Source: an optimization exercise on an open RTL-to-GDS flow (aim: small area, a short achievable clock period and few clock cycles). Production flows keep margins and buffers that such runs may drop.
Only simulation tests tie the RTL to the original design; equivalence was not proved.

== harbor ==
## midi_tempo_tracker
module midi_tempo_tracker #(
    parameter int TIME_BITS      = 24,
    parameter int COUNT_BITS     = 16,
    parameter int FOLD_MIN_COUNT = 8
) (
    input  logic                  clk,
    input  logic                  rst_n,
    input  logic                  in_valid,
    output logic                  in_stall,
    input  logic [1:0]            event_kind,
    input  logic [6:0]            controller,
    input  logic [6:0]            ctrl_value,
    input  logic [TIME_BITS-1:0]  delta_time,
    output logic                  out_valid,
    input  logic                  out_stall,
    output logic [TIME_BITS-1:0]  note_period,
    output logic [TIME_BITS-1:0]  pedal_period,
    output logic [COUNT_BITS-1:0] note_count,
    output logic [1:0]            event_use,
    input  logic                  cfg_valid,
    output logic                  cfg_ready,
    input  logic [2:0]            cfg_index,
    input  logic [23:0]           cfg_data
);
Settings: LEC_CHECK=0, CAP_MARGIN=5, CORE_MARGIN=2, CORE_UTILIZATION=55, SLEW_MARGIN=5; clock period 10.0 ns.
run.sh (not shown) runs the stock make flow with config.mk's settings and CLKGATE_MAP_FILE= SYNTH_SCRIPT=/design/flow/synth_recipe.tcl, a recipe that flattens the netlist after the stock synthesis.
Testbench counts of harbor, summed over its fixed seeds: cycles 9,095.
Modified inputs, maple compared to harbor
- CORE_UTILIZATION: 55 -> 60
- ABC_AREA: unset -> 1
[summary]
- Summary: with harbor as the reference, clock buffer count in maple moved up by a few percent.
- Final instance area sits lower in maple than in harbor.
- When the final numbers for maple and harbor were put side by side, the part of the cycle the worst path needs turned out to be smaller in maple.
- Diff maple and harbor: net total in the final layout lower in harbor
- Of maple and harbor, maple shows the lower layout-stage area growth over the synthesis result, with harbor above it.
- On share of post-route cells with drive strength above 1: maple sits below harbor.
- sky130_fd_sc_hd__nand2_1 as the most common library cell in the layout ignoring fill and taps was reported by maple, and sky130_fd_sc_hd__ha_1 by harbor.
- Looking only at worst hold slack, and setting everything else aside, the lower value of maple and harbor goes to harbor.
What nickel does differently from maple at the input level:
- a change of CAP_MARGIN from 5 to 20
- a change of SLEW_MARGIN from 5 to 20
- a deleted ABC_AREA that had been 1
- a change of CORE_UTILIZATION from 60 to 75
### Flow results
nickel ends up with lower critical path depth than maple does.
Delta (nickel minus maple): final standard cell count with taps included and fillers excluded lost 13%, source-to-sink clock delay at the later pin of the worst-skew pair went down 0.02 ns.
nickel: final hold slack is 0.020 ns lower than what maple reported.
Peak per-stage delay on the critical path: nickel vs maple up 0.39 ns
Compared with maple, nickel shows a CTS buffer count that is about 5% lower.
nickel vs maple, critical path launch point: cdiv_reg[0] vs ib_delta_reg[1]
On worst setup margin: nickel sits below maple.
Compared with maple, in nickel routed wire length saw an increase, maximum number of pins on one net before global-route repair saw a decrease.


the reference run:
midi_tempo_tracker again, from the RTL that the note above started with.
Design midi_tempo_tracker, start of the top module:
module midi_tempo_tracker #(
    parameter int TIME_BITS      = 24,
    parameter int COUNT_BITS     = 16,
    parameter int FOLD_MIN_COUNT = 8
) (
    input  logic                  clk,
    input  logic                  rst_n,
    input  logic                  in_valid,
    output logic                  in_stall,
    input  logic [1:0]            event_kind,
    input  logic [6:0]            controller,
    input  logic [6:0]            ctrl_value,
    input  logic [TIME_BITS-1:0]  delta_time,
    output logic                  out_valid,
    input  logic                  out_stall,
    output logic [TIME_BITS-1:0]  note_period,
    output logic [TIME_BITS-1:0]  pedal_period,
    output logic [COUNT_BITS-1:0] note_count,
    output logic [1:0]            event_use,
    input  logic                  cfg_valid,
    output logic                  cfg_ready,
    input  logic [2:0]            cfg_index,
    input  logic [23:0]           cfg_data
);
    localparam int TB = 24;
    localparam int CB = 16;
    localparam int SB = 40;
    localparam int PW = 36;                  
    localparam int NB = 2;                   
    localparam int NC = SB / NB;             
    localparam int QC = TB / NB;             
    localparam int XW = CB + NB;             
    localparam int KW = 27;                  
    localparam int JW = $clog2(NC + 1);      
    localparam logic [TB-1:0] TMAX = {TB{1'b1}};
    localparam logic [CB-1:0] CMAX = {CB{1'b1}};
    localparam logic [SB-1:0] SMAX = {SB{1'b1}};
    localparam logic [3:0] S_IDLE = 4'd0;
    localparam logic [3:0] S_D    = 4'd1;    
    localparam logic [3:0] S_P    = 4'd2;    
    localparam logic [3:0] S_S0   = 4'd3;    
    localparam logic [3:0] S_SK   = 4'd4;    
    localparam logic [3:0] S_SF   = 4'd5;    
    localparam logic [3:0] S_PP   = 4'd6;    
    localparam logic [3:0] S_F    = 4'd7;    
    localparam logic [3:0] S_M1   = 4'd8;    
    localparam logic [3:0] S_M2   = 4'd9;
    localparam logic [3:0] S_M3   = 4'd10;
    logic [3:0] st_reg;
    logic [TB-1:0] min_gap_reg;
    logic [11:0]   lo_reg, hi_reg;
  ...
clock: 10.0 ns
lec_check: 0
cap_margin: 5
core_margin: 2
core_utilization: 60
slew_margin: 5
Testbench counts of the reference run, summed over its fixed seeds: cycles 9,095.
[inputs] the trial run vs the reference run
- ABC_AREA: unset -> 1
- CORE_UTILIZATION: 60 -> 65
==> comparison <==
- Number of remaining DRC errors: the trial run vs the reference run identical
- | fraction of area in registers | lower: the reference run |
- Compare the trial run and the reference run | length of the first detailed-routing pass in iterations higher: the trial run
- The filler cell count in the final layout in the trial run is 0.871 times that in the reference run.
- [diff] reg-to-reg setup timing slack, the trial run relative to the reference run: regression
- The trial run: final area is about 3% lower than what the reference run reported.
- Maximum frequency from static timing analysis deteriorates in the trial run relative to the reference run.


Starting RTL as in the previous note.
clock: 10.0 ns
lec_check: 0
cap_margin: 20
core_margin: 2
core_utilization: 60
gpl_timing_driven: 1
slew_margin: 20
Testbench counts at the start, summed over its fixed seeds: cycles 9,095.
Edit:
Settings changed: ABC_AREA from default to 1, CAP_MARGIN 20 to 0, GPL_TIMING_DRIVEN 1 to default, SLEW_MARGIN 20 to 0.
Critical path depth goes up by 19.
Clock-buffer cell count grows by 3.
Synthesized cell count goes up by roughly a tenth.
Flip-flop and latch count does not change.
Setup slack is better by 0.022 ns.
Global-route usage drops by 0.45 points.
Wire length drops by a few percent.
Via count went up by a few percent.
Edit:
Settings changed: ABC_AREA 1 to default, CAP_MARGIN 0 to 20, SLEW_MARGIN 0 to 20.
Design area climbs by 2.8%. Via count drops by 3.1%. Sequential share of layout area drops by 0.73 points. Non-clock buffer count climbs by 25.

port drivers added, routing unchanged:
Ports are ideal in the flow. The routed layouts listed here were re-timed in OpenROAD.
Step 1 (the two cells are an assumption about what drives the block):
set clk [get_ports {clk}]
set_driving_cell -lib_cell sky130_fd_sc_hd__clkbuf_16 $clk
set_driving_cell -lib_cell sky130_fd_sc_hd__buf_2 [delete_from_list [all_inputs] $clk]
Step 2 moves the port delays by t, midway between the first and last clock arrival at a register: inputs arrive t later, outputs are due t later. That takes back most of the time a late clock gives input paths.
a / b / c = no drivers / after step 1 / after step 2; a / b = the first two.
| run | t (ns) | slack for setup (ns) | hold slack, ns | slew at the worst register clock pin (ns) |
|---|---|---|---|---|
| harbor | 0.778 | 0.637 / 0.637 / 0.637 | 0.457 / 0.457 / 0.457 | 0.07 / 0.07 |
| maple | 0.764 | 0.763 / 0.763 / 0.763 | 0.480 / 0.480 / 0.480 | 0.07 / 0.07 |
| nickel | 0.736 | 0.308 / 0.308 / 0.308 | 0.460 / 0.460 / 0.460 | 0.07 / 0.07 |
| the reference run | 0.765 | 0.817 / 0.817 / 0.817 | 0.451 / 0.451 / 0.451 | 0.07 / 0.07 |
| the trial run | 0.748 | 0.709 / 0.709 / 0.709 | 0.478 / 0.478 / 0.478 | 0.07 / 0.07 |
| the first run of note 3 | 0.750 | 0.723 / 0.723 / 0.723 | 0.453 / 0.453 / 0.453 | 0.07 / 0.07 |
| the second run of note 3 | 0.764 | 0.744 / 0.744 / 0.744 | 0.481 / 0.481 / 0.481 | 0.07 / 0.07 |
| the third run of note 3 | 0.750 | 0.723 / 0.723 / 0.723 | 0.453 / 0.453 / 0.453 | 0.07 / 0.07 |
After both steps every run listed still meets setup and hold.
